From an optimization exercise on the open Yosys and OpenROAD flow, aimed at small area; shortcuts taken in it are not production practice. RTL that was checked went through simulation tests only; none was proved equivalent to the original. No driver is modelled on the clock port, so clocking that relies on it looks cheaper here than on a real chip.

== before ==
// axi_xdma_st_data_chk_slave_stream
module axi_xdma_st_data_chk_slave_stream #(
    parameter int          C_S_AXIS_TDATA_WIDTH  = 128,
    parameter int          NUMBER_OF_INPUT_WORDS = 64,
    parameter logic [15:0] BP_LFSR_SEED          = 16'hACE1
) (
    input  logic                              S_AXIS_ACLK,
    input  logic                              S_AXIS_ARESETN,
    input  logic                              S_AXIS_TVALID,
    input  logic [C_S_AXIS_TDATA_WIDTH-1:0]   S_AXIS_TDATA,
    input  logic [C_S_AXIS_TDATA_WIDTH/8-1:0] S_AXIS_TSTRB,
    input  logic                              S_AXIS_TLAST,
    output logic                              S_AXIS_TREADY,
    input  logic [31:0]                       config_reg0,
    input  logic [31:0]                       config_reg1,
    input  logic [31:0]                       config_reg2,
    output logic [63:0]                       beat_count,
    output logic [31:0]                       pkt_count,
    output logic [31:0]                       data_err_count,
    output logic [31:0]                       tlast_err_count,
    output logic                              first_err_valid,
    output logic [C_S_AXIS_TDATA_WIDTH-1:0]   first_err_data,
    output logic [C_S_AXIS_TDATA_WIDTH-1:0]   first_err_expected,
    output logic [31:0]                       first_err_beat
);
Size: ~600 flip-flops, ~25,000 µm² of cells after synthesis.
export LEC_CHECK = 0
export ABC_AREA = 1
export CAP_MARGIN = 20
export CORE_AREA = 2 2 194 194
export DIE_AREA = 0 0 196 196
export SLEW_MARGIN = 20
export BUFFER_PORTS_ARGS = -buffer_cell sky130_fd_sc_hd__buf_1
export CTS_ARGS = -sink_clustering_enable -repair_clock_nets -dont_use_dummy_load -buf_list {sky130_fd_sc_hd__clkbuf_8} -sink_clustering_size 16 -sink_clustering_max_diameter 50
export RECOVER_POWER = 100
create_clock -name core_clock -period 6.0 [get_ports {S_AXIS_ACLK}]
standard.sh (not shown) runs the stock make flow with config.mk's settings and CLKGATE_MAP_FILE= SYNTH_SCRIPT=/design/flow/synth_recipe.tcl, a recipe that flattens the netlist after the stock synthesis.
==> flow/flow/run.sh <==
#!/bin/bash
set -euo pipefail
if [[ -f flow/extra.mk ]]; then cat flow/extra.mk >> config.mk; fi
rm -rf scripts && cp -r "$FLOW_HOME/scripts" scripts
cp flow/abc_area.script scripts/abc_area.script
if [[ -f flow/global_route.tcl ]]; then cp flow/global_route.tcl scripts/global_route.tcl; fi
SCRIPTS_DIR="$PWD/scripts" bash standard.sh > standard.log 2>&1
Other scripts of this flow, unchanged in this note and not shown: flow/flow/abc_area.script, flow/flow/extra.mk, flow/flow/global_route.tcl
What after does differently from before at the input level:
diff --git a/flow/design.v b/flow/design.v
--- a/flow/design.v
+++ b/flow/design.v
@@ -167,15 +167,15 @@
         r_clear  <= rst | clr;
         r_seed   <= ~rst & ~clr & (r_clear ? config_reg0[2] : (r_seed & ~acc));
         r_tready <= ~rst & ~clr & (~config_reg0[4] | w_lfsr[0]);
         r_expected <= nexp;
         r_beat_count      <= ld ? {p2, p1} : (r_beat_count ^ beat_t);
         r_pkt_count       <= ld ? p2 : (r_pkt_count ^ pkt_t);
         r_data_err_count  <= ld ? p1 : (r_data_err_count ^ derr_t);
         r_tlast_err_count <= ld ? p2 : (r_tlast_err_count ^ terr_t);
         r_first_err_valid    <= ~ld & (r_first_err_valid | (act & derr));
         r_first_err_data     <= {W{~ld}} & (r_first_err_data | ({W{cap}} & S_AXIS_TDATA));
         r_first_err_expected <= {W{~ld}} & (r_first_err_expected | ({W{cap_e}} & r_expected) | {{(W-1){1'b0}}, cap_1});
         r_first_err_beat     <= {32{~ld}} & (r_first_err_beat | ({32{cap}} & r_beat_count[31:0]));
-        r_beat_idx <= (ld | (act & S_AXIS_TLAST)) ? 6'd0 : (act ? r_beat_idx + 6'd1 : r_beat_idx);
+        r_beat_idx <= (r_clear | (act & S_AXIS_TLAST)) ? 6'd0 : (act ? r_beat_idx + 6'd1 : r_beat_idx);
     end
 endmodule
==> comparison <==
The DRC violation total after the first TritonRoute iteration in after sits about 13% below the value recorded for before. after: data arrival time at the worst-slack endpoint 20 ps below before. The main combinational cell family by area after synthesis comes out simple AND/OR/NAND/NOR gates in one run and compound AO/OA/AOI/OAI gates in the other, namely in after and before respectively. after vs. before: routed length on met2 rose 5.4%, HPWL after detailed placement now smaller. On routed wire length, the higher figure sits with before, not after. Looking at cell at the slowest stage of the critical path, the clkbuf_1 result is from after; the o311ai_4 one comes from before. On count of fill cells added during filler insertion, the higher figure sits with before, not after. First-pass GRT wire length (lower): after.
Function not checked in after: the RTL went through the layout flow alone.

## what the ideal ports hide
In the flow no input, the clock included, has a driving cell. The finished layouts below were timed again as built, in two steps. Step 1 sets driving cells, clkbuf_16 on the clock port and buf_2 on the other inputs (assumed; they add their load-dependent delay and slew). Step 2 adds t to the input delays and takes it off the output delays; t is the mean of the earliest and latest rising clock arrival at the registers after step 1. Input paths then give back, and output paths get back, about the clock's delay inside the block. Three values: no drivers, after step 1, after step 2; two values: the first two.
run	t, ns	setup slack, ns	worst register clock-pin slew, ns
before	0.698	0.267 / 0.277 / -0.421	0.10 / 0.10
after	0.707	0.347 / 0.337 / -0.370	0.10 / 0.10
Met with ideal ports but missed after step 2: setup timing in before and after. The setup slack of after, which loses most, moves by -0.010 ns with the drivers and by -0.717 ns with both steps.
